What follows belongs to an exercise in optimizing a design on an open flow for small area; a production flow would make more cautious choices.
RTL that was checked went through simulation tests only; none was proved equivalent to the original.
For runs 1 and 2, only the layout was checked, not whether the RTL still works.
No activity file was given, so power comes from the tool's default toggle rates.

==> flow/design.v <==
package csr_pkg;
    typedef logic [11:0] csr_addr_t;
    typedef logic [31:0] csr_word_t;
    localparam csr_addr_t CSR_MSTATUS   = 12'h300;
    localparam csr_addr_t CSR_MIE       = 12'h304;
    localparam csr_addr_t CSR_MTVEC     = 12'h305;
    localparam csr_addr_t CSR_MSCRATCH  = 12'h340;
    localparam csr_addr_t CSR_MEPC      = 12'h341;
    localparam csr_addr_t CSR_MCAUSE    = 12'h342;
    localparam csr_addr_t CSR_MTVAL     = 12'h343;
    localparam csr_addr_t CSR_MIP       = 12'h344;
    localparam csr_addr_t CSR_MCYCLE    = 12'hB00;
    localparam csr_addr_t CSR_MCYCLEH   = 12'hB80;
    localparam csr_addr_t CSR_CYCLE     = 12'hC00;
    localparam csr_addr_t CSR_CYCLEH    = 12'hC80;
endpackage
package trap_pkg;
    localparam logic [15:0] XCPT_TVAL_SET = 16'hB0F3;
endpackage
module ao22_g
(
    input  logic a1, a2, b1, b2,
    output logic y
);
    assign y = (a1 & a2) | (b1 & b2);
endmodule
module aoi222_g
(
    input  logic a1, a2, b1, b2, c1, c2,
    output logic y
);
    assign y = ~((a1 & a2) | (b1 & b2) | (c1 & c2));
endmodule
module ha_g
(
    input  logic a, b,
    output logic s, c
);
    assign s = a ^ b;
    assign c = a & b;
endmodule
module csr_top
(
    input  logic        clk_i,
    input  logic        rst_i,
    input  logic [11:0] csr_raddr_i,
    output logic [31:0] csr_rdata_o,
    input  logic        csr_we_i,
    input  logic [11:0] csr_waddr_i,
    input  logic [31:0] csr_wdata_i,
    input  logic        ext_irq_i,
    input  logic        tmr_irq_i,
    input  logic        sft_irq_i,
    input  logic        xcpt_valid_i,
    input  logic [3:0]  xcpt_cause_i,
    input  logic [31:0] xcpt_tval_i,
    input  logic [31:0] nxt_pc_i,
    output logic        irq_taken_o,
    output logic [31:0] pc_handler_o,
    input  logic        sys_jump_i,
    input  logic        mret_i,
    output logic        sys_jump_o,
    output logic [31:0] sys_jump_pc_o,
    output logic [1:0]  priv_o
);
    logic [31:0] mstatus_q;
    logic [31:0] mie_q;
    logic [31:0] mtvec_q;
    logic [31:0] mscratch_q;
    logic [31:0] mepc_q;
    logic [31:0] mcause_q;
    logic [31:0] mtval_q;
    logic [2:0]  mip_q;       
    logic [31:0] cyc_lo_q;
    logic [31:0] cyc_hi_q;
    logic        privm_q;     
    logic [31:0] wd;
    assign wd = csr_wdata_i;
    logic w_ms, w_mie, w_mtvec, w_mscratch, w_mepc, w_mcause, w_mtval, w_clo, w_chi;
    assign w_ms       = csr_we_i && (csr_waddr_i == csr_pkg::CSR_MSTATUS);
    assign w_mie      = csr_we_i && (csr_waddr_i == csr_pkg::CSR_MIE);
    assign w_mtvec    = csr_we_i && (csr_waddr_i == csr_pkg::CSR_MTVEC);
    assign w_mscratch = csr_we_i && (csr_waddr_i == csr_pkg::CSR_MSCRATCH);
    assign w_mepc     = csr_we_i && (csr_waddr_i == csr_pkg::CSR_MEPC);
    assign w_mcause   = csr_we_i && (csr_waddr_i == csr_pkg::CSR_MCAUSE);
    assign w_mtval    = csr_we_i && (csr_waddr_i == csr_pkg::CSR_MTVAL);
    assign w_clo      = csr_we_i && (csr_waddr_i == csr_pkg::CSR_MCYCLE);
    assign w_chi      = csr_we_i && (csr_waddr_i == csr_pkg::CSR_MCYCLEH);
    logic [2:0] pend;        
    logic       irq_any;
    logic       trap;
    logic       mret;
    logic [3:0] irq_cause;
    logic [3:0] cause;
    logic       vect;
    assign pend      = mip_q & {mie_q[11], mie_q[7], mie_q[3]};
    assign irq_any   = |pend;
    assign trap      = xcpt_valid_i | (privm_q & mstatus_q[3] & irq_any);
    assign mret      = sys_jump_i & mret_i & ~trap;
    assign irq_cause = {pend[2], ~pend[2] & pend[1], 2'b11};
    assign cause     = xcpt_valid_i ? xcpt_cause_i : irq_cause;
    assign vect = ~xcpt_valid_i & (mtvec_q[1:0] == 2'b01);
    assign irq_taken_o   = trap;
    assign sys_jump_o    = sys_jump_i;
    assign sys_jump_pc_o = mepc_q;
    assign priv_o        = {privm_q, privm_q};
    logic [4:0]  pc_low;
    logic [31:6] pc_t;
    assign pc_low = {1'b0, mtvec_q[5:2]} + {1'b0, vect ? irq_cause : 4'd0};
    for (genvar i = 6; i < 32; i++)
    begin : g_pc
        logic s;
        if (i == 6)
        begin : g_first
            assign pc_t[i] = pc_low[4];
        end
        else if (i == 13 || i == 20 || i == 26)
        begin : g_start
            assign pc_t[i] = pc_low[4] & (&mtvec_q[i-1:6]);
        end
        if (i == 12 || i == 19 || i == 25 || i == 31)
        begin : g_last
            assign s = mtvec_q[i] ^ pc_t[i];
        end
        else
        begin : g_mid
            ha_g u_ha (.a(mtvec_q[i]), .b(pc_t[i]), .s(s), .c(pc_t[i+1]));
        end
        assign pc_handler_o[i] = s;
    end
    assign pc_handler_o[5:0] = {pc_low[3:0], 2'b00};
    logic nr;
    logic quiet;             
    assign nr    = ~rst_i;
    assign quiet = ~trap & ~mret;
    logic mie_w, mie_h, mtvec_w, mtvec_h, mscr_w, mscr_h;
    assign mie_w   = nr &  w_mie;
    assign mie_h   = nr & ~w_mie;
    assign mtvec_w = nr &  w_mtvec;
    assign mtvec_h = nr & ~w_mtvec;
    assign mscr_w  = nr &  w_mscratch;
    assign mscr_h  = nr & ~w_mscratch;
    logic tk;
    logic mepc_w, mepc_h, mcause_w, mcause_h, mtval_t, mtval_w, mtval_h, ms_w, ms_h;
    assign tk       = nr & trap;
    assign mepc_w   = nr & quiet & w_mepc;
    assign mepc_h   = nr & ~trap & ~(w_mepc & ~mret);
    assign mcause_w = nr & quiet & w_mcause;
    assign mcause_h = nr & ~trap & ~(w_mcause & ~mret);
    assign mtval_t  = nr & xcpt_valid_i & trap_pkg::XCPT_TVAL_SET[xcpt_cause_i];
    assign mtval_w  = nr & quiet & w_mtval;
    assign mtval_h  = nr & ~mtval_t & ~(quiet & w_mtval);
    assign ms_w     = nr & quiet & w_ms;
    assign ms_h     = nr & ~(quiet & w_ms);
    logic clo_w, clo_h, chi_w, chi_h;
    assign clo_w = nr &  w_clo;
    assign clo_h = nr & ~w_clo;
    assign chi_w = nr &  w_chi;
    assign chi_h = nr & ~w_chi;
    logic [31:0] mstatus_d, mie_d, mtvec_d, mscratch_d, mepc_d, mcause_d, mtval_d;
    logic [31:0] cyc_lo_d, cyc_hi_d;
    logic [2:0]  mip_d;
    logic        privm_d;
    logic [31:0] mepc_n, mtval_n;
    for (genvar i = 0; i < 32; i++)
    begin : g_regs
        ao22_g u_mie   (.a1(mie_h),   .a2(mie_q[i]),      .b1(mie_w),   .b2(wd[i]), .y(mie_d[i]));
        ao22_g u_mtvec (.a1(mtvec_h), .a2(mtvec_q[i]),    .b1(mtvec_w), .b2(wd[i]), .y(mtvec_d[i]));
        ao22_g u_mscr  (.a1(mscr_h),  .a2(mscratch_q[i]), .b1(mscr_w),  .b2(wd[i]), .y(mscratch_d[i]));
        aoi222_g u_mepc  (.a1(mepc_h), .a2(mepc_q[i]), .b1(mepc_w), .b2(wd[i]),
                          .c1(tk), .c2(nxt_pc_i[i]), .y(mepc_n[i]));
        aoi222_g u_mtval (.a1(mtval_h), .a2(mtval_q[i]), .b1(mtval_w), .b2(wd[i]),
                          .c1(mtval_t), .c2(xcpt_tval_i[i]), .y(mtval_n[i]));
        if (i != 3 && i != 7 && i != 11 && i != 12)
        begin : g_ms
            ao22_g u_ms (.a1(ms_h), .a2(mstatus_q[i]), .b1(ms_w), .b2(wd[i]), .y(mstatus_d[i]));
        end
        if (i >= 4 && i <= 30)
        begin : g_mc
            ao22_g u_mc (.a1(mcause_h), .a2(mcause_q[i]), .b1(mcause_w), .b2(wd[i]), .y(mcause_d[i]));
        end
    end
    assign mepc_d  = ~mepc_n;
    assign mtval_d = ~mtval_n;
    assign mcause_d[31]  = (mcause_q[31] & mcause_h) | (wd[31] & mcause_w) | (~xcpt_valid_i & tk);
    assign mcause_d[3:0] = (mcause_q[3:0] & {4{mcause_h}}) | (wd[3:0] & {4{mcause_w}}) |
                           (cause & {4{tk}});
    assign mstatus_d[3]  = rst_i | (mstatus_q[3] & nr & quiet & ~w_ms) | (wd[3] & ms_w) |
                           (mstatus_q[7] & nr & mret);
    assign mstatus_d[7]  = (mstatus_q[7] & nr & quiet & ~w_ms) | (wd[7] & ms_w) |
                           (mstatus_q[3] & tk) | (nr & mret);
    assign mstatus_d[11] = rst_i | (mstatus_q[11] & nr & ~trap & ~(quiet & w_ms)) | (wd[11] & ms_w) |
                           (privm_q & tk);
    assign mstatus_d[12] = rst_i | (mstatus_q[12] & nr & ~trap & ~(quiet & w_ms)) | (wd[12] & ms_w) |
                           (privm_q & tk);
    assign privm_d = rst_i | trap | (mret ? (mstatus_q[11] | mstatus_q[12]) : privm_q);
    assign mip_d = {ext_irq_i, tmr_irq_i, sft_irq_i} & {mie_q[11], mie_q[7], mie_q[3]} & {3{nr}};
    logic [31:0] lo_t, hi_t;
    logic [31:0] lo_s, hi_s;
    logic        lo_all;
    assign lo_all = &cyc_lo_q;
    for (genvar i = 0; i < 32; i++)
    begin : g_cyc
        if (i == 0)
        begin : g_first
            assign lo_t[i] = ~w_chi;
            assign hi_t[i] = ~w_clo & lo_all;
        end
        else if (i % 8 == 0)
        begin : g_start
            assign lo_t[i] = ~w_chi & (&cyc_lo_q[i-1:0]);
            assign hi_t[i] = ~w_clo & lo_all & (&cyc_hi_q[i-1:0]);
        end
        if (i % 8 == 7)
        begin : g_last
            assign lo_s[i] = cyc_lo_q[i] ^ lo_t[i];
            assign hi_s[i] = cyc_hi_q[i] ^ hi_t[i];
        end
        else
        begin : g_mid
            ha_g u_lo (.a(cyc_lo_q[i]), .b(lo_t[i]), .s(lo_s[i]), .c(lo_t[i+1]));
            ha_g u_hi (.a(cyc_hi_q[i]), .b(hi_t[i]), .s(hi_s[i]), .c(hi_t[i+1]));
        end
        ao22_g u_lo_d (.a1(clo_h), .a2(lo_s[i]), .b1(clo_w), .b2(wd[i]), .y(cyc_lo_d[i]));
        ao22_g u_hi_d (.a1(chi_h), .a2(hi_s[i]), .b1(chi_w), .b2(wd[i]), .y(cyc_hi_d[i]));
    end
    always_ff @(posedge clk_i)
    begin
        mstatus_q  <= mstatus_d;
        mie_q      <= mie_d;
        mtvec_q    <= mtvec_d;
        mscratch_q <= mscratch_d;
        mepc_q     <= mepc_d;
        mcause_q   <= mcause_d;
        mtval_q    <= mtval_d;
        mip_q      <= mip_d;
        cyc_lo_q   <= cyc_lo_d;
        cyc_hi_q   <= cyc_hi_d;
        privm_q    <= privm_d;
    end
    logic r_ms, r_mie, r_mtvec, r_mscratch, r_mepc, r_mcause, r_mtval, r_mip, r_clo, r_chi;
    assign r_ms       = (csr_raddr_i == csr_pkg::CSR_MSTATUS);
    assign r_mie      = (csr_raddr_i == csr_pkg::CSR_MIE);
    assign r_mtvec    = (csr_raddr_i == csr_pkg::CSR_MTVEC);
    assign r_mscratch = (csr_raddr_i == csr_pkg::CSR_MSCRATCH);
    assign r_mepc     = (csr_raddr_i == csr_pkg::CSR_MEPC);
    assign r_mcause   = (csr_raddr_i == csr_pkg::CSR_MCAUSE);
    assign r_mtval    = (csr_raddr_i == csr_pkg::CSR_MTVAL);
    assign r_mip      = (csr_raddr_i == csr_pkg::CSR_MIP);
    assign r_clo      = (csr_raddr_i == csr_pkg::CSR_MCYCLE)  || (csr_raddr_i == csr_pkg::CSR_CYCLE);
    assign r_chi      = (csr_raddr_i == csr_pkg::CSR_MCYCLEH) || (csr_raddr_i == csr_pkg::CSR_CYCLEH);
    logic [31:0] rd_a, rd_b, rd_c;
    logic [31:0] mip_word;
    assign mip_word = {20'd0, mip_q[2], 3'd0, mip_q[1], 3'd0, mip_q[0], 3'd0};
    for (genvar i = 0; i < 32; i++)
    begin : g_rd
        aoi222_g u_a (.a1(r_ms),       .a2(mstatus_q[i]),  .b1(r_mie),    .b2(mie_q[i]),
                      .c1(r_mtvec),    .c2(mtvec_q[i]),    .y(rd_a[i]));
        aoi222_g u_b (.a1(r_mscratch), .a2(mscratch_q[i]), .b1(r_mepc),   .b2(mepc_q[i]),
                      .c1(r_mcause),   .c2(mcause_q[i]),   .y(rd_b[i]));
        aoi222_g u_c (.a1(r_mtval),    .a2(mtval_q[i]),    .b1(r_clo),    .b2(cyc_lo_q[i]),
                      .c1(r_chi),      .c2(cyc_hi_q[i]),   .y(rd_c[i]));
    end
    assign csr_rdata_o = ~(rd_a & rd_b & rd_c) | (mip_word & {32{r_mip}});
endmodule
==> flow/flow/run.sh <==
#!/bin/bash
# Standard layout, with plain buf_1 cells as the port buffers
cp standard.sh standard_sh.txt
export BUFFER_PORTS_ARGS="-buffer_cell sky130_fd_sc_hd__buf_1"
bash standard.sh > standard.log 2>&1
==> flow/standard.sh <==
#!/bin/bash
# synth_recipe.tcl (not shown) runs the flow's synth.tcl, then flattens the netlist and writes it again
# the make line also repeats each setting of config.mk as NAME=value (left out here)
make -C /OpenROAD-flow-scripts/flow DESIGN_CONFIG=/design/flow/config.mk WORK_HOME=/design/flow/orfs CLKGATE_MAP_FILE= SYNTH_SCRIPT=/design/flow/synth_recipe.tcl "${@:-finish}"
==> flow/config.mk <==
export PLATFORM = sky130hd
export DESIGN_NAME = csr_top
export DESIGN_NICKNAME = csr_top
export VERILOG_FILES = /design/flow/design.v
export SDC_FILE = /design/flow/constraint.sdc
export NUM_CORES = 4
export LEC_CHECK = 0
export CAP_MARGIN = 20
export CORE_MARGIN = 2
export CORE_UTILIZATION = 40
export SETUP_SLACK_MARGIN = 0.1
export SLEW_MARGIN = 20
export SYNTH_HIERARCHICAL = 1
export SYNTH_MINIMUM_KEEP_SIZE = 0
==> flow/constraint.sdc <==
create_clock -name core_clock -period 4.75 [get_ports {clk_i}]
set_input_delay 0.9500 -clock core_clock [delete_from_list [all_inputs] [get_ports {clk_i}]]
set_output_delay 0.9500 -clock core_clock [all_outputs]
set_load 0.01 [all_outputs]
==> notes.md, run 1 <==
- The initialized floorplan defines 64 standard-cell rows.
- The first global-routing pass estimated 64,300 um of wire.
- The via count of the first global-routing pass is 10,800.
- In this run the cell area of the synthesized design comes to 12,300 um2.
- The share of the Yosys chip area taken by registers is 0.475.
- Summed over all layers, the global routing overflow is 0.
- The design draws 5.34 mW.
- The category of the critical setup timing path is in -> out.
- The endpoint identified for the worst register-to-register timing path is cyc_hi_q[31]$_DFF_P_.
- The part of the cycle the worst path needs is 0.967.
- Yosys printed 7 warnings.
- The launch instance of the worst register-to-register path is cyc_lo_q[0]$_DFF_P_.
- STA classifies the critical path startpoint as an input pin.
- The worst-case IR drop observed on VDD is 0.227 mV.
- The tightest min-delay check is of the reg -> reg type.
- Setup repair after global routing could not meet its margin everywhere.
- The clock reaches the later pin of the worst-skew pair after 0.52 ns.
- After detailed routing, the total wire length is 43,700 um.
- The area growth from synthesis to layout is 24.2%.
- For this run, the post-layout net count is 1,573.
- The max-cap check violation count is 0.
- Traced cell by cell, the critical path runs through buf_8, inv_4, nand3b_1, buf_4, nor2_2, ha_1, nor2b_1, o21a_1, o21ai_2, buf_6, buf_4, inv_2, ha_4, ha_4, ha_4, ha_4, ha_4, ha_4, xor2_1, buf_2.
- Summing all non-filler instances in the final layout gives an area of 15,300 um2.
- The final critical delay including setup and external delays is 4.59 ns.
- For met2 alone, demand over resource in global routing was 0.427.
- The clock root buffer is clkbuf_16.
- The unique cell type count in the Yosys netlist is 49.
- The worst hold margin is 0.478 ns.
- The aggregate global-route resource usage is 0.263.
- The maximum number of pins on one net before global-route repair is 34.
- The largest incremental delay on the critical path is 0.24 ns.
- The worst slew margin relative to its limit is 0.266.
- For this configuration, the core starts out at a cell density of 0.404.
- For this run, global-route usage on met1 was measured as 0.353.
- The critical path depth is 20.
- The worst setup path is captured at an output pin.
- The final hold violation count is 0.
- At the end of the flow the core is filled with cells to 0.502.
- The worst clock skew is 0.0235 ns.
- Port buffering added 230 buffers.
- At the placement stage, the worst setup path has a slack of -0.136 ns.
- 233 I/O pins were placed.
- Once detailed placement completed, the half-perimeter wirelength came to 27,700 um.
- The flow ran to the end and the layout has no timing, DRC or antenna violations.
- The number of antenna violations at the first check in global routing came to 1.
- The number of buffers and inverters on the critical path is 7.
- The fill cell total of the finished layout is 2,838.
- In this run the register-to-register setup slack is 1.31 ns.
- Synthesis produced 1,086 cells.
- The critical path launch point is xcpt_valid_i.
- For the worst setup path, the data arrival time is 3.64 ns.
- In this run, synthesis inferred 0 flip-flops with an integrated enable.
- For met3 alone, demand over resource in global routing was 0.0468.
- The buffer levels on the longest clock path is 3.
- The synthesized area divided by synthesized cell count is 11.3 um2.
- The proportion of layout cells with a drive suffix above 1 is 0.117.
- In this run the worst path has a maximum fanout of 3.
- The H-tree was split into 2 levels.
- For this design the static power due to leakage is 6.47 nW.
- TritonCTS created 34 clock buffers.
- After detailed routing, the average wire length per cell comes to 24.6 um.
- For the pin with the worst max-slew slack, the measured transition is 1.10 ns.
- Across all layers, the routed design uses 11,300 vias.
- The number of setup violations in the final report is 0.
- The layer flagged by global routing as most heavily used is met2.
- The area of the die is 32,200 um2.
- The count of clock tree sinks is 292.
- The required time of the critical path is 3.80 ns.
- The count of final max-slew check failures was 0.
- The number of buffers added to fix hold violations after cts is 0.
- The number of cells on the worst reg-to-reg path is 13.
- The post-CTS clock slew at the launch and capture registers of the worst setup and hold paths is 0.06 ns.
- In this run the remaining antenna-violating nets after routing total 0.
- The die is 179 um tall.
- The TritonCTS clock tree is yes.
- Counting stages on the worst path, the most repeated cell is ha_4.
- The top cell types in the final layout, fill and taps aside, are dfxtp_1 (292), buf_1 (223), a22o_1 (215), a222oi_1 (161), inv_1 (74).
- The core region is 30,400 um2.
- The fraction of synthesis flops using an asynchronous set or reset pin is 0.
- The average via count per standard cell is 6.35.
- Static timing analysis puts the maximum clock frequency at 0.218 GHz.
- The first detailed-routing pass ran for 9 iterations.
- The top cell family by delay on the critical path is adder cells.
- The most common cell after layout, fill and taps aside is dfxtp_1.
- In this run the cell area measured after placement is 13,900 um2.
- For this run, design rule violations remaining after detail routing come to 0.
- The first routing iteration left 1,545 violations.
- The critical path ends at pc_handler_o[19].
- The flop and latch count out of synthesis is 292.
- The cell with the biggest individual delay on the critical path is ha_1.
- The placer congestion estimate is 0.828.
- Setup slack on the critical path of the routed design comes to 0.155 ns.
- Measured along the x axis, the die boundary spans 179 um.
- The ratio of total power to cell area is 350 nW/um2.
- The primary flip-flop cell chosen by synthesis mapping is dfxtp_1.
==> logic make-up after synthesis <==
group,count (synthesis),share of synthesized area
other,1,0.000305
adders and majority gates,83,0.0851
DFF,292,0.475
AOI/OAI and AO/OA,414,0.305
muxes,3,0.00244
buffers and inverters,117,0.0465
xor gates and xnor gates,14,0.00997
and+or+nand+nor,162,0.0753
==> worst min-delay path by stage <==
stage,start,to,slack [ns],cells past startpoint
2_1_floorplan,mscratch_q[0]$_DFF_P_,mscratch_q[0]$_DFF_P_,0.45,1
3_3_place_gp,mscratch_q[29]$_DFF_P_,mscratch_q[29]$_DFF_P_,0.46,1
3_5_place_dp,mstatus_q[22]$_DFF_P_,mstatus_q[22]$_DFF_P_,0.46,1
4_1_cts,mscratch_q[5]$_DFF_P_,mscratch_q[5]$_DFF_P_,0.48,1
5_1_grt,mie_q[9]$_DFF_P_,mie_q[9]$_DFF_P_,0.49,1
6_report,mscratch_q[5]$_DFF_P_,mscratch_q[5]$_DFF_P_,0.48,1
==> sequential cells by signal, summed over array words and instances (netlist names) <==
| register | cells |
|---|---|
| mcause_q | 32 |
| cyc_lo_q | 32 |
| mstatus_q | 32 |
| mtvec_q | 32 |
| mtval_q | 32 |
| cyc_hi_q | 32 |
| mie_q | 32 |
| mscratch_q | 32 |
| mip_q | 3 |
| privm_q | 1 |
| mepc_q | 32 |
==> cell usage after synthesis (all sizes together), types with 2 or more instances <==
| cell | n | area, um2 |
|---|---|---|
| xor2 | 12 | 105 |
| a211oi | 2 | 15.0 |
| buf | 37 | 272 |
| mux2i | 3 | 30.0 |
| dfxtp | 292 | 5850 |
| nor2 | 28 | 105 |
| a22o | 215 | 1880 |
| o21ai | 8 | 40.0 |
| nor4b | 3 | 41.3 |
| or2 | 2 | 12.5 |
| nand2 | 10 | 37.5 |
| xnor2 | 2 | 17.5 |
| nor2b | 5 | 31.3 |
| nor4 | 8 | 77.6 |
| nand3 | 44 | 220 |
| a21oi | 4 | 20.0 |
| and3 | 4 | 25.0 |
| a31oi | 4 | 25.0 |
| nor3 | 14 | 70.1 |
| inv | 77 | 289 |
| o21a | 2 | 15.0 |
| o211ai | 3 | 22.5 |
| o31ai | 5 | 37.5 |
| nand4b | 2 | 17.5 |
| ha | 82 | 1030 |
| a311oi | 3 | 26.3 |
| a222oi | 161 | 1610 |
| and4 | 4 | 35.0 |
| nand2b | 4 | 25.0 |
| a21o | 4 | 30.0 |
| clkbuf | 3 | 11.3 |
| and2 | 6 | 37.5 |
| nand4 | 21 | 131 |
| nand3b | 2 | 15.0 |
==> metal layers <==
metal | vias up | part of all wire
li1 | 5126 | -
met1 | 5555 | 0.42
met2 | 522 | 0.47
met3 | 70 | 0.087
met4 | 0 | 0.026
met5 | - | 0
==> stage by stage <==
step / cells / setup TNS [ns]
finish: 1775 / 0
global route: 1775 / -0.112
CTS: 1771 / 0
detailed placement: 1711 / -0.355
global placement: 1711 / -0.0647
floorplan: 1087 / 0
==> per-module statistics from Yosys, one instance, submodules excluded <==
module / copies in the design / cells / cell area, um2
ao22_g: 215 / 1 / 8.76
aoi222_g: 160 / 1 / 10.0
csr_top: 1 / 633 / 7840
ha_g: 78 / 1 / 12.5
==> what timing repair did <==
item,4_1_cts,5_1_grt
setup buffers,3,3
pin swaps,7,6
endpoints found under the setup margin,7,8
endpoints found under the hold margin,0,0
gates resized for setup,26,32
==> worst reg2reg max path, cell delays in order (launching register included) <==
cell and delay [ns]:
dfxtp_1 0.38, nand4_1 0.23, nor4_2 0.50, nand4_1 0.26, nor4b_1 0.54, ha_1 0.26, ha_1 0.16, ha_1 0.15
ha_1 0.15, ha_1 0.15, ha_1 0.14, ha_1 0.15, xor2_1 0.07, a22o_1 0.20
==> layout make-up <==
cell class	instances	area, um2	share of cell area
multi-input combinational	678	6250	0.409
antenna	1	2.50	0.000164
inverter	77	292	0.0191
tap	396	495	0.0324
timing repair buffer	274	1310	0.0857
sequential	292	5850	0.383
clock inverter	6	32.5	0.00213
clock buffer	51	1050	0.0686
==> where the power goes <==
part           total [mW]  switching, mW  internal [mW]
Clock                2.54           1.02           1.52
Combinational       0.284          0.197         0.0865
Sequential           2.52         0.0294           2.49
==> inputs of run 2 (changes only) <==
==> flow/flow/run.sh (replaced) <==
#!/bin/bash
# Standard layout, with plain buf_1 cells as the port buffers and a clock
# tree of clkbuf_4 cells without dummy loads
cp standard.sh standard_sh.txt
export BUFFER_PORTS_ARGS="-buffer_cell sky130_fd_sc_hd__buf_1"
export CTS_ARGS="-sink_clustering_enable -repair_clock_nets -dont_use_dummy_load -buf_list sky130_fd_sc_hd__clkbuf_4"
bash standard.sh > standard.log 2>&1
--- a/flow/config.mk
+++ b/flow/config.mk
@@ -8,5 +8,5 @@
 export CAP_MARGIN = 20
 export CORE_MARGIN = 2
-export CORE_UTILIZATION = 40
+export CORE_UTILIZATION = 65
 export SETUP_SLACK_MARGIN = 0.1
 export SLEW_MARGIN = 20
==> notes.md, run 2 <==
- The die height is 142 um (-21%).
- The beginning of the worst hold path is nxt_pc_i[10].
- Setup repair after global routing could not meet its margin everywhere.
- The total power of the final layout is 4.42 mW (-17%).
- The part of the cycle the worst path needs is 0.985 (+0.0176).
- The reg-to-reg setup timing slack is 1.23 ns (-0.08 ns).
- The largest incremental delay on the critical path is 0.26 ns (+0.02 ns).
- The top cell types in the final layout, fill and taps aside, are dfxtp_1 (290), buf_1 (222), a22o_1 (215), a222oi_1 (161), clkbuf_4 (75).
- The via count is 12,000 (+6.8%).
- The category of the critical setup timing path is in -> out.
- The violation count after the first detailed-routing iteration is 1,850 (+20%).
- The number of CTS-inserted buffers is 75 (+120%).
- The proportion of layout cells with a drive suffix above 1 came to 0.147 (+0.0300).
- The post-CTS clock slew at the launch and capture registers of the worst setup and hold paths is 0.07 ns (about the same).
- The worst setup path is captured at an output pin.
- The total I/O pin count is 233 (unchanged).
- In the synthesized netlist the dominant register cell turns out to be dfxtp_1.
- The data arrival time of the worst path was 3.73 ns (+0.09 ns).
- The peak clock frequency supported by timing is 0.214 GHz (-1.8%).
- The buffer levels on the longest clock path is 3 (unchanged).
- The synthesized area divided by synthesized cell count is 11.3 um2 (unchanged).
- The area of the mapped netlist is 12,300 um2 (unchanged).
- The clock root buffer is clkbuf_4.
- The TritonCTS clock tree is yes.
- The standard cell core area is 18,600 um2 (-39%).
- The pin slew with the least headroom to its limit was 1.13 ns (+0.0332 ns).
- Leaving out fill and tap cells, the most frequent cell in the layout is dfxtp_1.
- The placed wire-length estimate after detailed placement is 24,700 um (-11%).
- The wire length per cell is 25.9 um (+5.0%).
- The worst clock skew is 0.0921 ns (+0.0686 ns).
- The number of antenna violations at the first check in global routing is 1 (unchanged).
- The highest layer used for signal routing is met4.
- The ratio of total power to cell area was 302 nW/um2 (-14%).
- The worst reg-to-reg path cell count came to 13 (unchanged).
- The area growth from synthesis to layout is 18.9%.
- The final wirelength was 42,400 um (-3.1%).
- The area of the die came to 20,000 um2 (-38%).
- The cell taking the most area after synthesis is dfxtp_1.
- The max-cap check violation count is 0 (unchanged).
- The clock latency on the worst-skew pair is 0.72 ns (+0.20 ns).
- The count of buffer and inverter cells on the critical path came to 6 (-1).
- Yosys attributes the largest share of cell area to dfxtp_1 (48%), a22o_1 (15%), a222oi_1 (13%), ha_1 (8.3%), inv_1 (2.4%).
- The final hold violation count came to 0 (unchanged).
- The number of cells on the worst hold path is 3 (+2).
- The final design area excluding fillers is 14,600 um2 (-4.3%).
- The fill cell total of the finished layout is 1,322 (-53%).
- In this run the critical register-to-register path is captured at cyc_hi_q[31]$_DFF_P_.
- The instance count of the mapped netlist is 1,086 (unchanged).
- The routed length on met3 is 5390 um (+42%).
- The count of flip-flops with a built-in enable after synthesis is 0 (unchanged).
- The number of synthesis warnings is 7 (unchanged).
- The unique cell type count in the Yosys netlist is 49 (unchanged).
- The reported leakage power is 6.32 nW (-2.4%).
- The share of the core filled with cells is 0.784 (+0.282).
- The post-synthesis sequential area ratio is 0.475 (unchanged).
- The number of buffers added to fix hold violations after cts is 0 (unchanged).
- The top cell family by delay on the critical path is adder cells.
- The count of final max-slew check failures is 0 (unchanged).
- The worst slew margin relative to its limit was 0.244 (-0.0222).
- The post-route non-filler standard cell count is 1,638 (-7.7%).
- STA classifies the critical path startpoint as an input pin.
- The internal power came to 3.30 mW (-20%).
- The aggregate global-route resource usage was 0.404 (+0.141).
- For hold timing, the worst endpoint is mepc_q[10]$_DFF_P_.
- The footprint of the flip-flops and latches is 5850 um2 (about the same).
- The number of setup violations in the final report was 0 (unchanged).
- The area share of the leading cell type in the synthesized netlist came to 0.475 (unchanged).
- The first-pass iteration count of the detailed router is 9 (unchanged).
- The wire length on met1 is 15,700 um (-14%).
- The logic gate share of total power is 0.065 (+0.012).
- The quantity of I/O buffers inserted on ports is 230 (unchanged).
- The cell count after placement came to 1,545 (-9.7%).
- The global-route wire length before repair is 63,100 um (-1.7%).
- The deepest level of the CTS H-tree is 3 (+1).
- After synthesis, the most frequently instantiated cells are dfxtp_1 (292), a22o_1 (215), a222oi_1 (161).
- The initial cell density of the core came to 0.660 (+0.255).
- The x dimension of the die is 142 um (-21%).
- The cell with the biggest individual delay on the critical path is ha_1.
- The switching share of power is 0.254 (+0.0210).
- The startpoint identified for the worst register-to-register timing path is cyc_lo_q[3]$_DFF_P_.
- The maximum number of pins on one net before global-route repair is 34 (unchanged).
- The remaining antenna violation count after routing is 0 (unchanged).
- The cell seen most often among critical-path stages is ha_4.
- The flop and latch count out of synthesis is 292 (unchanged).
- The total net switching power is 1.12 mW (-9.8%).
- The largest vdd supply drop was 0.235 mV (+3.5%).
- The worst min-delay path class is in -> reg.
- The area used by multi-input combinational logic came to 6310 um2 (+0.92%).
- The count of clock tree sinks is 292 (unchanged).
- The required time of the critical path was 3.80 ns (about the same).
- The largest fanout on the critical path was 3 (unchanged).
- The final critical delay including setup and external delays was 4.68 ns (+0.0837 ns).
- The via count of the first global-routing pass is 11,500 (+6.7%).
- The floorplan row count is 50 (-22%).
- The post-route DRC violation count is 0 (unchanged).
- The average via count per standard cell is 7.35 (+16%).
- The cell area reported after detailed placement is 13,600 um2 (-2.0%).
- The remaining global-route overflow came to 0 (unchanged).
- The flow ran to the end and the layout has no timing, DRC or antenna violations.
- The placer congestion estimate is 0.912 (+10%).
- The part of the power in the clock network is 0.365 (-0.110).
- The most frequently used cell type in the post-synthesis netlist is dfxtp_1.
- The fraction of synthesis flops using an asynchronous set or reset pin is 0 (unchanged).
- The final net count is 1,621 (+3.1%).
- Traced cell by cell, the critical path runs through clkbuf_2, inv_2, nand3b_1, buf_4, nor2_2, ha_1, nor2b_4, o21a_1, o21ai_1, buf_4, inv_4, ha_4, ha_4, ha_4, ha_4, ha_4, ha_4, xor2_1, buf_2.
- The detailed-routed wire length on met2 is 19,600 um (-4.5%).
- The part of the power in registers came to 0.570 (+0.098).
## run 2: per-stage QoR
stage	hold slack, ns	setup TNS [ns]	worst slack (ns)
after floorplan	0.448	0	0.284
after global placement	0.460	-0.262	-0.181
after detailed placement	0.464	-0.646	-0.324
after CTS	0.452	0	0.0999
after global routing	0.448	-0.0396	-0.0274
final	0.450	0	0.0716
## run 2: power groups by stage
stage,clock (mW),sequential [mW],combinational [mW]
finish,1.61,2.52,0.285
global route,1.74,2.52,0.303
CTS,1.61,2.52,0.273
detailed placement,0,2.57,0.272
global placement,0,2.57,0.266
floorplan,0,2.57,0.106
## run 2: worst max path at each step
stage,from,end,cells after the start
finish,xcpt_valid_i,pc_handler_o[19],19
global placement,xcpt_valid_i,pc_handler_o[31],19
global route,mtvec_q[1]$_DFF_P_,pc_handler_o[12],15
detailed placement,xcpt_valid_i,pc_handler_o[31],19
floorplan,xcpt_valid_i,pc_handler_o[31],17
CTS,xcpt_valid_i,pc_handler_o[12],17
## run 2: final cells by class
class,count,area share
antenna,1,0.000171
sequential,292,0.400
inverter,77,0.0199
tap,234,0.0200
timing repair buffer,281,0.0901
clock buffer,75,0.0385
multi-input combinational,678,0.431
## run 2: timing repair
item	in CTS	in global routing
setup buffers	15	1
setup endpoints to repair	8	10
pin swaps	7	12
resized for setup	28	41
## run 2: cell families after synthesis
logic type | synth area share
muxes | 0.00244
DFF | 0.475
and+or+nand+nor | 0.0753
adders and majority gates | 0.0851
buffers and inverters | 0.0465
xor gates and xnor gates | 0.00997
other | 0.000305
AOI/OAI and AO/OA | 0.305
## run 2: worst reg2reg max path: cells and delay by family (launching register included)
| kind | cells | cell delay [ns] |
|---|---|---|
| flip-flops | 1 | 0.37 |
| adder cells (fa/ha/maj) | 7 | 1.19 |
| XOR/XNOR | 1 | 0.08 |
| AND/OR/NAND/NOR | 4 | 1.55 |
| AO/OA/AOI/OAI | 1 | 0.20 |
## run 2: per-module statistics from Yosys, one instance, submodules excluded
module	times used	cells	flip-flops and latches
ao22_g	215	1	0
csr_top	1	633	292
ha_g	78	1	0
aoi222_g	160	1	0
## run 2: routing by layer
layer | vias up | GRT usage
li1 | 5200 | -
met1 | 5755 | 0.526
met2 | 926 | 0.640
met3 | 159 | 0.0898
met4 | 0 | 0.195
met5 | - | 0
==> inputs of run 3 (changes only) <==
--- a/flow/design.v
+++ b/flow/design.v
@@ -105,7 +105,9 @@
     assign sys_jump_pc_o = mepc_q;
     assign priv_o        = {privm_q, privm_q};
+    logic [4:0]  pc_vec;
     logic [4:0]  pc_low;
     logic [31:6] pc_t;
-    assign pc_low = {1'b0, mtvec_q[5:2]} + {1'b0, vect ? irq_cause : 4'd0};
+    assign pc_vec = {1'b0, mtvec_q[5:2]} + {1'b0, irq_cause};
+    assign pc_low = vect ? pc_vec : {1'b0, mtvec_q[5:2]};
     for (genvar i = 6; i < 32; i++)
     begin : g_pc
==> flow/flow/run.sh (replaced) <==
#!/bin/bash
# Standard layout, with plain buf_1 cells as the port buffers and a clock
# tree of larger sink clusters without dummy loads
cp standard.sh standard_sh.txt
export BUFFER_PORTS_ARGS="-buffer_cell sky130_fd_sc_hd__buf_1"
export CTS_ARGS="-sink_clustering_enable -repair_clock_nets -dont_use_dummy_load -buf_list sky130_fd_sc_hd__clkbuf_16 -sink_clustering_size 25 -sink_clustering_max_diameter 100"
bash standard.sh > standard.log 2>&1
--- a/flow/config.mk
+++ b/flow/config.mk
@@ -8,5 +8,5 @@
 export CAP_MARGIN = 20
 export CORE_MARGIN = 2
-export CORE_UTILIZATION = 65
+export CORE_UTILIZATION = 50
 export SETUP_SLACK_MARGIN = 0.1
 export SLEW_MARGIN = 20
==> notes.md, run 3 <==
- The flow ran to the end and the layout has no timing, DRC or antenna violations.
- The average via count per standard cell was 6.75 (-8.2%).
- The ratio of total power to cell area is 291 nW/um2 (-3.6%).
- The number of buffers added to fix hold violations after cts is 0 (unchanged).
- The xor and xnor area share after synthesis is 0.0107 (+0.000752).
- Setup repair after global routing left no endpoint under its margin.
- The floorplan row count came to 57 (+14%).
- The fraction of synthesis flops using an asynchronous set or reset pin is 0 (unchanged).
- The post-synthesis sequential area ratio came to 0.477 (+0.00175).
- The area of the mapped netlist is 12,300 um2 (-0.37%).
- The x dimension of the die was 161 um (+13%).
- The instance count of the mapped netlist is 1,090 (+0.37%).
- The via count of the first global-routing pass is 10,600 (-7.7%).
- The number of antenna violations at the first check in global routing is 0 (-1).
- The quantity of I/O buffers inserted on ports is 230 (unchanged).
- The violation count after the first detailed-routing iteration is 1,648 (-11%).
- The clock latency on the worst-skew pair came to 0.51 ns (-0.21 ns).
- Of all cell types, the one taking the most synthesized area is dfxtp_1.
- The most common cell after layout, fill and taps aside is dfxtp_1.
- The initial cell density of the core is 0.507 (-0.153).
- The flop and latch count out of synthesis is 292 (unchanged).
- The reported leakage power is 6.12 nW (-3.2%).
- The placed wire-length estimate after detailed placement was 27,400 um (+11%).
- The footprint of the flip-flops and latches is 5850 um2 (about the same).
- The area share of fa/ha/maj cells after synthesis came to 0.0827 (-0.00234).
- The element type at the critical path end is an output pin.
- The number of antenna diodes came to 0 (-1).
- The required time of the critical path is 3.80 ns (about the same).
- The main combinational cell family by area after synthesis is compound AO/OA/AOI/OAI gates.
- The wire length per cell is 25.7 um (-0.61%).
- The count of final max-slew check failures is 0 (unchanged).
- The final critical delay including setup and external delays came to 4.55 ns (-0.125 ns).
- The remaining global-route overflow was 0 (unchanged).
- The fill cell total of the finished layout came to 2,171 (+64%).
- The pin slew with the least headroom to its limit is 1.13 ns (-0.00508 ns).
- The synthesized area divided by synthesized cell count is 11.2 um2 (-0.73%).
- The number of setup violations in the final report is 0 (unchanged).
- The maximum number of pins on one net before global-route repair is 34 (unchanged).
- The global-route wire length before repair is 64,600 um (+2.4%).
- The unique cell type count in the Yosys netlist is 46 (-6.1%).
- The first-pass iteration count of the detailed router is 13 (+4).
- The max-cap check violation count is 0 (unchanged).
- The buffer levels on the longest clock path is 3 (unchanged).
- The post-route DRC violation count is 0 (unchanged).
- The via count was 11,200 (-7.0%).
- The setup total negative slack is 0 ns (unchanged).
- The area of the die is 25,800 um2 (+29%).
- The most frequently used cell type in the post-synthesis netlist is dfxtp_1.
- The mux cell area share after synthesis came to 0.00654 (+0.00409).
- The standard cell core area is 24,200 um2 (+30%).
- The part of the cycle the worst path needs is 0.959 (-0.0262).
- The worst clock skew is 0.0232 ns (-0.0689 ns).
- The final wirelength is 42,700 um (+0.66%).
- The aggregate global-route resource usage is 0.319 (-0.0854).
- By area the synthesized netlist is led by dfxtp_1 (48%), a22o_1 (15%), a222oi_1 (13%), ha_1 (8.3%), inv_1 (2.4%).
- The data arrival time of the worst path was 3.60 ns (-0.13 ns).
- The area used by multi-input combinational logic is 6120 um2 (-2.9%).
- The pre-CTS setup slack was 0.310 ns (+0.634 ns).
- The area growth from synthesis to layout is 16.1%.
- The total I/O pin count came to 233 (unchanged).
- The placer congestion estimate is 0.838 (-8.1%).
- The number of CTS-inserted buffers is 15 (-80%).
- The count of clock tree sinks is 292 (unchanged).
- The die height is 161 um (+13%).
- The area fraction in compound gates after synthesis was 0.303 (-0.00174).
- The remaining antenna violation count after routing is 0 (unchanged).
- TritonCTS built the clock tree.
- The critical path in this run is classified as reg -> out.
- The worst min-delay path class is reg -> reg.
- The primary flip-flop cell chosen by synthesis mapping is dfxtp_1.
- In the synthesized netlist, the cells that appear most often are dfxtp_1 (292), a22o_1 (216), a222oi_1 (161).
- The final hold violation count came to 0 (unchanged).
- The proportion of layout cells with a drive suffix above 1 came to 0.0854 (-0.0614).
- The deepest level of the CTS H-tree is 1 (-2).
- The startpoint class of the critical path is a register.
- The peak clock frequency supported by timing is 0.220 GHz (+2.7%).
- The number of synthesis warnings was 7 (unchanged).
- The count of flip-flops with a built-in enable after synthesis was 0 (unchanged).
- The area share of the leading cell type in the synthesized netlist is 0.477 (+0.00175).
- The final net count is 1,551 (-4.3%).
- The largest vdd supply drop is 0.381 mV (+63%).
- The slack of the critical path is 0.196 ns (+0.125 ns).
- The largest fanout on the critical path came to 4 (+1).
- Leaving out fill and tap cells, the most frequent cells in the layout are dfxtp_1 (289), buf_1 (228), a22o_1 (216), a222oi_1 (161), inv_1 (79).
- The simple-gate share of the synthesized area is 0.0714 (-0.00391).
- The clock root buffer is clkbuf_16.
- The post-CTS clock slew at the launch and capture registers of the worst setup and hold paths is 0.10 ns (+0.03 ns).
- The worst slew margin relative to its limit is 0.247 (+0.00279).
## run 3: kinds of logic (layout without fill, tap and decap cells)
logic type / after synthesis / after routing
AOI/OAI and AO/OA: 410 / 410
DFF: 292 / 292
and+or+nand+nor: 162 / 162
buffers and inverters: 121 / 365
adders and majority gates: 81 / 81
xor gates and xnor gates: 15 / 15
muxes: 8 / 8
other: 1 / 2
## run 3: area by class of cell
| type | instances | share of cell area |
|---|---|---|
| flip-flops and latches | 292 | 0.411 |
| repair buffers | 271 | 0.0825 |
| inverters | 79 | 0.0208 |
| clock buffers | 15 | 0.0264 |
| multi-input cells | 678 | 0.430 |
| well taps | 324 | 0.0285 |
## run 3: worst paths after layout
path | startpoint | end | slack [ns] | cells after the start
setup / recovery | mip_q[2]$_DFF_P_ | pc_handler_o[31] | 0.20 | 15
hold / removal | mcause_q[25]$_DFF_P_ | mcause_q[25]$_DFF_P_ | 0.49 | 1
setup reg to reg | cyc_lo_q[4]$_DFF_P_ | cyc_hi_q[30]$_DFF_P_ | 1.31 | 12
hold reg to reg | mcause_q[25]$_DFF_P_ | mcause_q[25]$_DFF_P_ | 0.49 | 1
## run 3: stage by stage
| step | util | instance area, um2 | total power, mW | instances | hold WS, ns |
|---|---|---|---|---|---|
| after global routing | 0.588 | 14200 | 4.28 | 1659 | 0.501 |
| after global placement | 0.566 | 13700 | 2.84 | 1640 | 0.460 |
| after floorplan | - | 12300 | 2.67 | 1091 | 0.435 |
| after detailed placement | 0.566 | 13700 | 2.85 | 1640 | 0.463 |
| after CTS | 0.582 | 14100 | 4.17 | 1656 | 0.459 |
| final | 0.588 | 14200 | 4.14 | 1659 | 0.488 |
## run 3: critical path, cell delays in order, from the launching register on
cell and delay [ns]:
dfxtp_2 0.36, and2_4 0.16, nor2_1 0.05, ha_1 0.32, nor2b_4 0.15, o21ai_2 0.06
a2111o_1 0.50, nor3_4 0.28, and4_4 0.28, ha_4 0.14, ha_4 0.12, ha_4 0.12
ha_2 0.19, ha_4 0.13, xor2_1 0.12, buf_2 0.14
## run 3: repair_timing
action / 4_1_cts / 5_1_grt
pin swaps: 3 / 5
setup endpoints to repair: 4 / 7
gates resized for setup: 4 / 29
cloned: 0 / 0
buffers inserted: 1 / 3
## run 3: Yosys stat by module (local to each module, per instance)
module    times used  cells  cell area [um2]  flops+latches
ha_g              78      1             12.5              0
csr_top            1    637             7790            292
aoi222_g         160      1             10.0              0
ao22_g           215      1             8.76              0
## run 3: power breakdown
group | switching (mW) | internal [mW] | leakage (nW)
Clock | 0.774 | 0.571 | 0.185
Sequential | 0.0271 | 2.49 | 2.37
Combinational | 0.199 | 0.0846 | 3.57
## run 3: layer usage
metal  share of wire  GRT usage  vias to the layer above  routed length, um
met5               0          0                        -                  0
met4           0.022     0.0827                        0                922
met3           0.097     0.0460                       60               4130
met2            0.45      0.498                      615              19100
met1            0.43      0.463                     5496              18600
li1                -          -                     5027                  -
==> inputs of run 4 (changes only) <==
--- a/flow/config.mk
+++ b/flow/config.mk
@@ -6,9 +6,9 @@
 export NUM_CORES = 4
 export LEC_CHECK = 0
-export CAP_MARGIN = 20
+export CAP_MARGIN = 10
 export CORE_MARGIN = 2
-export CORE_UTILIZATION = 50
-export SETUP_SLACK_MARGIN = 0.1
-export SLEW_MARGIN = 20
+export CORE_UTILIZATION = 58
+export SETUP_SLACK_MARGIN = 0.05
+export SLEW_MARGIN = 10
 export SYNTH_HIERARCHICAL = 1
 export SYNTH_MINIMUM_KEEP_SIZE = 0
==> notes.md, run 4 <==
- The number of setup violations in the final report was 0 (unchanged).
- After synthesis, the most frequently instantiated cells are dfxtp_1 (292), a22o_1 (216), a222oi_1 (161).
- The total I/O pin count is 233 (unchanged).
- The reported leakage power came to 6.12 nW (+0.12%).
- The final net count was 1,550 (-0.064%).
- The worst hold margin is 0.466 ns (-0.0225 ns).
- TritonCTS built the clock tree.
- The initial cell density of the core was 0.587 (+0.0798).
- The x dimension of the die is 149 um (-7.0%).
- The part of the power in registers is 0.608 (about the same).
- The worst setup path is launched from a register.
- The violation count after the first detailed-routing iteration was 1,670 (+1.3%).
- The number of CTS-inserted buffers was 15 (unchanged).
- dfxtp_1 takes more of the synthesized area than any other cell.
- Among cell families on the critical path, the largest total delay comes from adder cells.
- The worst hold path belongs to the class reg -> reg.
- The count of final max-slew check failures came to 0 (unchanged).
- The clock latency on the worst-skew pair is 0.49 ns (-0.02 ns).
- The final critical delay including setup and external delays is 4.53 ns (-0.0286 ns).
- The instance count of the mapped netlist is 1,090 (unchanged).
- The element type at the critical path end is an output pin.
- The fill cell total of the finished layout is 1,758 (-19%).
- The maximum number of pins on one net before global-route repair is 34 (unchanged).
- The cell with the biggest individual delay on the critical path is a2111o_1.
- Traced cell by cell, the critical path runs through and2_4, nor2_1, ha_1, nor2b_4, o21ai_1, a2111o_1, nor3_4, and4_4, ha_4, ha_4, ha_4, ha_2, ha_2, xor2_1, buf_2.
- The first-pass iteration count of the detailed router was 9 (-4).
- The cell count after placement is 1,590 (-3.0%).
- The logic gate share of total power was 0.068 (about the same).
- The area of the mapped netlist was 12,300 um2 (unchanged).
- The final design area excluding fillers is 14,100 um2 (-0.96%).
- The part of the cycle the worst path needs is 0.953 (-0.00603).
- The final wirelength came to 41,300 um (-3.1%).
- The worst slew margin relative to its limit is 0.161 (-0.0852).
- The wire length per cell is 25.7 um (about the same).
- Ranked by total cell area, the synthesized netlist is headed by dfxtp_1 (48%), a22o_1 (15%), a222oi_1 (13%), ha_1 (8.3%), inv_1 (2.4%).
- The count of flip-flops with a built-in enable after synthesis is 0 (unchanged).
- The number of synthesis warnings was 7 (unchanged).
- The setup total negative slack is 0 ns (unchanged).
- The most frequently used cell type in the post-synthesis netlist is dfxtp_1.
- The max-cap check violation count is 0 (unchanged).
- The placer congestion estimate was 0.922 (+10%).
- The buffer levels on the longest clock path is 3 (unchanged).
- The cell seen most often among critical-path stages is ha_4.
- The largest incremental delay on the critical path is 0.50 ns (about the same).
- The synthesized area divided by synthesized cell count is 11.2 um2 (unchanged).
- The required time of the critical path is 3.80 ns (about the same).
- The remaining antenna violation count after routing came to 0 (unchanged).
- The via count is 11,400 (+1.5%).
- The total net switching power is 990 uW (-1.1%).
- The placed wire-length estimate after detailed placement is 26,700 um (-2.5%).
- The fraction of synthesis flops using an asynchronous set or reset pin is 0 (unchanged).
- The flow ran to the end and the layout has no timing, DRC or antenna violations.
- The part of the power in the clock network is 0.324 (about the same).
- The share of the core filled with cells is 0.675 (+0.0861).
- The largest fanout on the critical path came to 5 (+1).
- The cell sitting at the root of the clock tree is a clkbuf_16.
- The unique cell type count in the Yosys netlist is 46 (unchanged).
- The footprint of the flip-flops and latches is 5850 um2 (about the same).
- The largest vdd supply drop is 0.301 mV (-21%).
- The area used by multi-input combinational logic is 6050 um2 (-1.2%).
- The post-route DRC violation count came to 0 (unchanged).
- The final hold violation count is 0 (unchanged).
- The ratio of total power to cell area came to 293 nW/um2 (+0.70%).
- The worst clock skew came to 0.0235 ns (+0.000370 ns).
- The number of antenna diodes is 0 (unchanged).
- The category of the critical setup timing path is reg -> out.
- The cell area reported after detailed placement is 13,600 um2 (-0.49%).
- The data arrival time of the worst path is 3.58 ns (-0.02 ns).
- The area growth from synthesis to layout is 15.0%.
- The number of antenna violations at the first check in global routing was 0 (unchanged).
- The global-route wire length before repair was 62,200 um (-3.8%).
- The post-CTS clock slew at the launch and capture registers of the worst setup and hold paths came to 0.10 ns (about the same).
- The proportion of layout cells with a drive suffix above 1 is 0.0772 (-0.00818).
- Setup repair after global routing left no endpoint under its margin.
- The count of buffer and inverter cells on the critical path is 1 (unchanged).
- The flop and latch count out of synthesis is 292 (unchanged).
- The pin slew with the least headroom to its limit came to 1.25 ns (+0.127 ns).
- The area share of the leading cell type in the synthesized netlist was 0.477 (unchanged).
- The post-route non-filler standard cell count was 1,609 (-3.0%).
- The die height is 149 um (-7.0%).
- The aggregate global-route resource usage is 0.358 (+0.0392).
- Leaving out fill and tap cells, the most frequent cell in the layout is dfxtp_1.
- The via count of the first global-routing pass came to 10,700 (+0.52%).
- The standard cell core area is 20,900 um2 (-14%).
- The peak clock frequency supported by timing is 0.221 GHz (+0.63%).
- The internal power is 3.14 mW (about the same).
- In the layout the commonest cells are dfxtp_1 (290), buf_1 (229), a22o_1 (216), a222oi_1 (161), inv_1 (79).
- The area of the die is 22,300 um2 (-13%).
- The average via count per standard cell is 7.06 (+4.6%).
- The quantity of I/O buffers inserted on ports was 230 (unchanged).
- The primary flip-flop cell chosen by synthesis mapping is dfxtp_1.
- The deepest level of the CTS H-tree is 1 (unchanged).
- The post-synthesis sequential area ratio is 0.477 (unchanged).
- The count of clock tree sinks was 292 (unchanged).
- The remaining global-route overflow is 0 (unchanged).
- The number of buffers added to fix hold violations after cts came to 0 (unchanged).
- The switching share of power was 0.240 (-0.00195).
- The floorplan row count was 53 (-7.0%).
run 4: cell counts after synthesis:
No cell type changed its count.
run 4: Yosys stat by module, one instance, submodules excluded:
| module | flops+latches | area (um2) |
|---|---|---|
| ha_g | 0 | 12.5 |
| aoi222_g | 0 | 10.0 |
| ao22_g | 0 | 8.76 |
| csr_top | 292 | 7790 |
run 4: cell families after synthesis:
logic type               Yosys count  synth area share
adder cells (fa/ha/maj)           81            0.0827
other                              1          0.000306
multiplexers                       8           0.00654
AND/OR/NAND/NOR                  162            0.0714
AO/OA/AOI/OAI                    410             0.303
buffers and inverters            121            0.0479
XOR/XNOR                          15            0.0107
flip-flops                       292             0.477
run 4: power by group through the flow:
stage / Combinational [mW] / Sequential (mW) / Clock, mW
after floorplan: 0.105 / 2.57 / 0
after global placement: 0.269 / 2.57 / 0
after detailed placement: 0.273 / 2.57 / 0
after CTS: 0.274 / 2.51 / 1.35
after global routing: 0.299 / 2.52 / 1.43
final: 0.281 / 2.51 / 1.34
run 4: worst paths after layout:
check,slack (ns),from,endpoint,cells past startpoint
max reg2reg,1.31,cyc_lo_q[7]$_DFF_P_,cyc_hi_q[30]$_DFF_P_,12
max,0.22,mie_q[11]$_DFF_P_,pc_handler_o[31],15
min,0.47,mie_q[11]$_DFF_P_,mip_q[2]$_DFF_P_,2
min reg2reg,0.47,mie_q[11]$_DFF_P_,mip_q[2]$_DFF_P_,2
run 4: routing by layer:
metal / GRT usage / vias up / wire [um]
li1: - / 5028 / -
met3: 0.0498 / 98 / 4710
met5: 0 / - / 0
met2: 0.569 / 738 / 18600
met1: 0.498 / 5500 / 16700
met4: 0.129 / 0 / 1360
run 4: through the flow:
step / total power [mW] / setup WS [ns]
final: 4.13 / 0.225
after global routing: 4.24 / 0.0619
after floorplan: 2.67 / 0.0746
after global placement: 2.84 / 0.399
after detailed placement: 2.84 / 0.326
after CTS: 4.13 / 0.0688
run 4: timing repair:
action / in CTS / in global routing
setup endpoints to repair: 3 / 4
gates cloned: 0 / 0
setup buffers: 0 / 4
pin swaps: 2 / 5
gates resized for setup: 2 / 17
run 4: worst reg2reg max path: stages, from the launching register on:
cell     delay (ns)
dfxtp_1        0.39
nand4_1        0.17
nor4_1         0.53
nand4_1        0.42
nor4_1         0.42
ha_1           0.22
ha_1           0.16
ha_1           0.15
ha_1           0.14
ha_1           0.14
ha_1           0.15
ha_1           0.22
a22o_1         0.20
run 4: area by class of cell:
type,instances,share of cell area
multi-input combinational,678,0.429
sequential,292,0.415
timing repair buffer,270,0.0836
clock buffer,15,0.0266
tap,275,0.0244
inverter,79,0.0210
==> inputs of run 5 (changes only) <==
--- a/flow/config.mk
+++ b/flow/config.mk
@@ -8,6 +8,6 @@
 export CAP_MARGIN = 10
 export CORE_MARGIN = 2
-export CORE_UTILIZATION = 58
-export SETUP_SLACK_MARGIN = 0.05
+export CORE_UTILIZATION = 68
+export SETUP_SLACK_MARGIN = 0.0
 export SLEW_MARGIN = 10
 export SYNTH_HIERARCHICAL = 1
==> notes.md, run 5 <==
- The die height is 138 um (-7.4%).
- The maximum number of pins on one net before global-route repair is 34 (unchanged).
- The proportion of layout cells with a drive suffix above 1 is 0.0699 (-0.00729).
- The remaining global-route overflow is 0 (unchanged).
- The most critical setup path has its endpoint at pc_handler_o[31].
- STA classifies the critical path endpoint as an output pin.
- The category of the critical setup timing path is reg -> out.
- The aggregate global-route resource usage is 0.408 (+0.0500).
- The synthesized area divided by synthesized cell count is 11.2 um2 (unchanged).
- The deepest level of the CTS H-tree is 1 (unchanged).
- The initial cell density of the core is 0.687 (+0.100).
- The area of the mapped netlist came to 12,300 um2 (unchanged).
- In the layout the commonest cells are dfxtp_1 (290), buf_1 (229), a22o_1 (216), a222oi_1 (161), ha_1 (80).
- The number of antenna violations at the first check in global routing came to 0 (unchanged).
- Ranked by instance count, the synthesized netlist is headed by dfxtp_1 (292), a22o_1 (216), a222oi_1 (161).
- The largest vdd supply drop is 0.402 mV (+33%).
- The clock root buffer is clkbuf_16.
- The number of setup violations in the final report is 0 (unchanged).
- The area of the die is 19,100 um2 (-14%).
- The violation count after the first detailed-routing iteration is 2,209 (+32%).
- The ratio of total power to cell area is 296 nW/um2 (+0.86%).
- The x dimension of the die is 138 um (-7.4%).
- The reported leakage power is 6.10 nW (-0.34%).
- The total I/O pin count is 233 (unchanged).
- The via count of the first global-routing pass is 11,200 (+5.2%).
- Setup repair after global routing left no endpoint under its margin.
- The largest fanout on the critical path is 5 (unchanged).
- The most critical setup path has its startpoint at mie_q[11]$_DFF_P_.
- After synthesis, the cell types taking the most area are dfxtp_1 (48%), a22o_1 (15%), a222oi_1 (13%), ha_1 (8.3%), inv_1 (2.4%).
- The final hold violation count is 0 (unchanged).
- The flop and latch count out of synthesis came to 292 (unchanged).
- The library cell used most frequently in the layout, excluding fill and tap cells, is dfxtp_1.
- The peak clock frequency supported by timing is 0.218 GHz (-1.4%).
- The average via count per standard cell was 7.42 (+5.0%).
- The worst slew margin relative to its limit is 0.171 (+0.00960).
- The number of CTS-inserted buffers is 15 (unchanged).
- The part of the cycle the worst path needs came to 0.966 (+0.0131).
- The worst clock skew was 0.0162 ns (-0.00730 ns).
- The total power of the final layout came to 4.12 mW (-0.33%).
- The flow ran to the end and the layout has no timing, DRC or antenna violations.
- The final net count came to 1,546 (-0.26%).
- The worst reg-to-reg path cell count is 12 (unchanged).
- The fraction of synthesis flops using an asynchronous set or reset pin is 0 (unchanged).
- The via count is 11,600 (+1.8%).
- The primary flip-flop cell chosen by synthesis mapping is dfxtp_1.
- The startpoint class of the critical path is a register.
- The clock latency on the worst-skew pair was 0.49 ns (about the same).
- The standard cell core area is 17,800 um2 (-15%).
- The max-cap check violation count is 0 (unchanged).
- The post-synthesis sequential area ratio came to 0.477 (unchanged).
- Relative to the synthesized area, the layout overhead comes to 13.6%.
- The global-route wire length before repair is 62,800 um (+0.95%).
- The post-route DRC violation count is 0 (unchanged).
- The worst min-delay path class is reg -> reg.
- The pin slew with the least headroom to its limit came to 1.24 ns (-0.0131 ns).
- The first-pass iteration count of the detailed router came to 9 (unchanged).
- dfxtp_1 takes more of the synthesized area than any other cell.
- The endpoint identified for the worst register-to-register timing path is cyc_hi_q[30]$_DFF_P_.
- The data arrival time of the worst path was 3.64 ns (+0.06 ns).
- The post-CTS clock slew at the launch and capture registers of the worst setup and hold paths is 0.09 ns (about the same).
- The count of final max-slew check failures came to 0 (unchanged).
- The reg-to-reg setup timing slack came to 1.39 ns (+0.08 ns).
- The worst hold margin was 0.488 ns (+0.0221 ns).
- The remaining antenna violation count after routing is 0 (unchanged).
- dfxtp_1 is the most common cell in the netlist.
- The required time of the critical path came to 3.80 ns (about the same).
- The number of antenna diodes came to 0 (unchanged).
- In this run the critical register-to-register path is launched from cyc_lo_q[3]$_DFF_P_.
- The wire length per cell came to 26.1 um (+1.4%).
- The unique cell type count in the Yosys netlist was 46 (unchanged).
- The final wirelength is 40,600 um (-1.7%).
- The share of the core filled with cells is 0.780 (+0.106).
- The area share of the leading cell type in the synthesized netlist came to 0.477 (unchanged).
- The number of synthesis warnings is 7 (unchanged).
- The instance count of the mapped netlist came to 1,090 (unchanged).
- The final critical delay including setup and external delays is 4.59 ns (+0.0623 ns).
- The count of flip-flops with a built-in enable after synthesis is 0 (unchanged).
- The buffer levels on the longest clock path is 3 (unchanged).
- The count of clock tree sinks is 292 (unchanged).
- The floorplan row count is 49 (-7.5%).
- The TritonCTS clock tree is yes.
- The placed wire-length estimate after detailed placement is 25,800 um (-3.6%).
- The quantity of I/O buffers inserted on ports is 230 (unchanged).
- The placer congestion estimate came to 0.940 (+2.0%).
- The number of cells on the worst hold path is 1 (-1).
- The setup total negative slack is 0 ns (unchanged).
-- run 5: cell counts after synthesis --
No cell type changed its count.
-- run 5: cell type report --
| cell class | instances | area, um2 |
|---|---|---|
| multi-input combinational | 678 | 5980 |
| tap | 229 | 287 |
| fill | 1318 | 3920 |
| clock buffer | 15 | 375 |
| timing repair buffer | 266 | 1130 |
| sequential | 292 | 5850 |
| inverter | 79 | 297 |
-- run 5: worst min path at each step --
stage / end / startpoint / slack [ns]
2_1_floorplan: mip_q[0]$_DFF_P_ / mie_q[3]$_DFF_P_ / 0.43
3_3_place_gp: mscratch_q[17]$_DFF_P_ / mscratch_q[17]$_DFF_P_ / 0.46
3_5_place_dp: mie_q[20]$_DFF_P_ / mie_q[20]$_DFF_P_ / 0.47
4_1_cts: mip_q[2]$_DFF_P_ / mie_q[11]$_DFF_P_ / 0.48
5_1_grt: mip_q[2]$_DFF_P_ / mie_q[11]$_DFF_P_ / 0.49
6_report: mcause_q[27]$_DFF_P_ / mcause_q[27]$_DFF_P_ / 0.49
-- run 5: Yosys stat by module (local to each module, per instance) --
module	flops+latches	times used	cells
aoi222_g	0	160	1
csr_top	292	1	637
ha_g	0	78	1
ao22_g	0	215	1
-- run 5: critical path: stages (launching register included) --
cell and delay, ns:
dfxtp_4 0.37, and2_4 0.16, nor2_1 0.05, ha_1 0.32, nor2b_1 0.15, o21ai_1 0.09
a2111o_1 0.49, nor3_4 0.20, and4_1 0.25, ha_1 0.16, ha_1 0.16, ha_1 0.14
ha_1 0.14, ha_2 0.18, xor2_1 0.14, buf_2 0.15
-- run 5: layer usage --
layer | vias to the layer above | GRT usage | wire (um)
met5 | - | 0 | 0
met4 | 0 | 0.171 | 1520
met3 | 108 | 0.0783 | 5400
met2 | 892 | 0.646 | 18800
li1 | 5009 | - | -
met1 | 5556 | 0.552 | 15000
-- run 5: cell families after synthesis --
kind of cell | count (synthesis) | synth area share
other cells | 1 | 0.000306
flops | 292 | 0.477
xor+xnor | 15 | 0.0107
mux | 8 | 0.00654
fa+ha+maj | 81 | 0.0827
compound gates | 410 | 0.303
buf+inv | 121 | 0.0479
simple gates | 162 | 0.0714
-- run 5: repair_timing --
action	CTS	global route
gates cloned	0	0
endpoints found under the setup margin	2	4
gates resized for setup	2	8
setup buffers	0	1
pin swaps	1	4
hold buffers	0	0
-- run 5: stage by stage --
| step | setup WS (ns) | cells | instance area [um2] |
|---|---|---|---|
| after global routing | 0.0137 | 1559 | 13900 |
| after floorplan | 0.0325 | 1091 | 12300 |
| after detailed placement | 0.304 | 1543 | 13500 |
| final | 0.163 | 1559 | 13900 |
| after global placement | 0.413 | 1543 | 13500 |
| after CTS | 0.00448 | 1558 | 13900 |
-- run 5: where the power goes --
group | internal (mW) | switching [mW]
Combinational | 0.0839 | 0.196
Sequential | 2.49 | 0.0276
Clock | 0.570 | 0.754
Total | 3.14 | 0.977
==> inputs of run 6 (changes only) <==
--- a/flow/config.mk
+++ b/flow/config.mk
@@ -6,9 +6,9 @@
 export NUM_CORES = 4
 export LEC_CHECK = 0
-export CAP_MARGIN = 10
+export CAP_MARGIN = 0
 export CORE_MARGIN = 2
 export CORE_UTILIZATION = 68
 export SETUP_SLACK_MARGIN = 0.0
-export SLEW_MARGIN = 10
+export SLEW_MARGIN = 0
 export SYNTH_HIERARCHICAL = 1
 export SYNTH_MINIMUM_KEEP_SIZE = 0
==> notes.md, run 6 <==
- The number of antenna diodes is 0 (unchanged).
- The via count is 11,600 (unchanged).
- The average via count per standard cell came to 7.42 (unchanged).
- The wire length per cell is 26.1 um (unchanged).
- The number of antenna violations at the first check in global routing is 0 (unchanged).
- Sorting the synthesized cells by area gives the leading types as dfxtp_1 (48%), a22o_1 (15%), a222oi_1 (13%), ha_1 (8.3%), inv_1 (2.4%).
- The x dimension of the die is 138 um (unchanged).
- Leaving out fill and tap cells, the most frequent cell in the layout is dfxtp_1.
- The pin slew with the least headroom to its limit is 1.24 ns (unchanged).
- The worst setup path is captured at an output pin.
- The initial cell density of the core was 0.687 (unchanged).
- The number of CTS-inserted buffers came to 15 (unchanged).
- The cell with the biggest individual delay on the critical path is a2111o_1.
- The violation count after the first detailed-routing iteration is 2,209 (unchanged).
- The category of the critical setup timing path is reg -> out.
- The standard cell core area is 17,800 um2 (unchanged).
- The required time of the critical path came to 3.80 ns (about the same).
- The area used by multi-input combinational logic came to 5980 um2 (unchanged).
- The count of buffer and inverter cells on the critical path is 1 (unchanged).
- The flow ran to the end and the layout has no timing, DRC or antenna violations.
- The critical path depth is 15 (unchanged).
- The synthesized area divided by synthesized cell count came to 11.2 um2 (unchanged).
- The cell area reported after detailed placement came to 13,500 um2 (unchanged).
- The part of the cycle the worst path needs is 0.966 (unchanged).
- The count of clock tree sinks is 292 (unchanged).
- The maximum number of pins on one net before global-route repair is 34 (unchanged).
- The clock root buffer is clkbuf_16.
- By instance count, the leading cell after synthesis is dfxtp_1.
- The data arrival time of the worst path is 3.64 ns (about the same).
- The floorplan row count is 49 (unchanged).
- The worst clock skew is 0.0162 ns (unchanged).
- The final net count came to 1,546 (unchanged).
- The total I/O pin count is 233 (unchanged).
- The fraction of synthesis flops using an asynchronous set or reset pin was 0 (unchanged).
- The cell seen most often among critical-path stages is ha_1.
- The worst slew margin relative to its limit came to 0.171 (unchanged).
- The clock latency on the worst-skew pair is 0.49 ns (about the same).
- The final wirelength is 40,600 um (unchanged).
- The post-CTS clock slew at the launch and capture registers of the worst setup and hold paths was 0.09 ns (about the same).
- The final critical delay including setup and external delays is 4.59 ns (unchanged).
- Tracing the worst setup path back leads to its startpoint at mie_q[11]$_DFF_P_.
- The area growth from synthesis to layout was 13.6% (unchanged).
- The area of the die is 19,100 um2 (unchanged).
- The reg-to-reg setup timing slack was 1.39 ns (about the same).
- The synthesized design spends more area on one cell type than any other, namely dfxtp_1.
- The first-pass iteration count of the detailed router is 9 (unchanged).
- The capture point of the critical path is pc_handler_o[31].
- The buffer levels on the longest clock path is 3 (unchanged).
- The post-route DRC violation count came to 0 (unchanged).
-- run 6: repair_timing --
item,in CTS,in global routing
endpoints found under the setup margin,2,4
setup buffers,0,1
pin swaps,1,4
resized for setup,2,8
hold buffers,0,0
-- run 6: layer usage --
metal,vias to the layer above,global-route usage,share of wire
met2,892,0.646,0.46
met4,0,0.171,0.037
met5,-,0,0
li1,5009,-,-
met1,5556,0.552,0.37
met3,108,0.0783,0.13
-- run 6: power breakdown --
part / switching [mW] / internal [mW]
clock: 0.754 / 0.570
combinational: 0.196 / 0.0839
sequential: 0.0276 / 2.49
total: 0.977 / 3.14
-- run 6: layout make-up --
cell class                      count  share of cell area
Tap cell                          229              0.0206
Inverter                           79              0.0213
Clock buffer                       15              0.0270
Sequential cell                   292               0.420
Timing Repair Buffer              266              0.0815
Multi-Input combinational cell    678               0.429
-- run 6: kinds of logic (layout without fill, tap and decap cells) --
family                   after synthesis  count (layout)  synth area share
AND/OR/NAND/NOR                      162             162            0.0714
AO/OA/AOI/OAI                        410             410             0.303
flip-flops                           292             292             0.477
other                                  1               2          0.000306
adder cells (fa/ha/maj)               81              81            0.0827
buffers and inverters                121             360            0.0479
XOR/XNOR                              15              15            0.0107
multiplexers                           8               8           0.00654
-- run 6: modules after synthesis, one instance, submodules excluded --
module    cell area (um2)  cells inside
ha_g                 12.5             1
aoi222_g             10.0             1
ao22_g               8.76             1
csr_top              7790           637
-- run 6: worst min path at each step --
stage	start	to	cells past startpoint
4_1_cts	mie_q[11]$_DFF_P_	mip_q[2]$_DFF_P_	2
3_3_place_gp	mscratch_q[17]$_DFF_P_	mscratch_q[17]$_DFF_P_	1
3_5_place_dp	mie_q[20]$_DFF_P_	mie_q[20]$_DFF_P_	1
2_1_floorplan	mie_q[3]$_DFF_P_	mip_q[0]$_DFF_P_	2
5_1_grt	mie_q[11]$_DFF_P_	mip_q[2]$_DFF_P_	2
6_report	mcause_q[27]$_DFF_P_	mcause_q[27]$_DFF_P_	1
-- run 6: per-stage QoR --
stage          setup WS (ns)  std cells
3_5_place_dp           0.304       1543
3_3_place_gp           0.413       1543
5_1_grt               0.0137       1559
2_1_floorplan         0.0325       1091
6_report               0.163       1559
4_1_cts              0.00448       1558

Check on run 6: ideal ports give 0.163 ns setup slack; a clkbuf_16 on the clock port and buf_2 on the inputs give 0.115 ns; moving port delays by the midpoint clock arrival (0.528 ns) as well gives 0.234 ns.
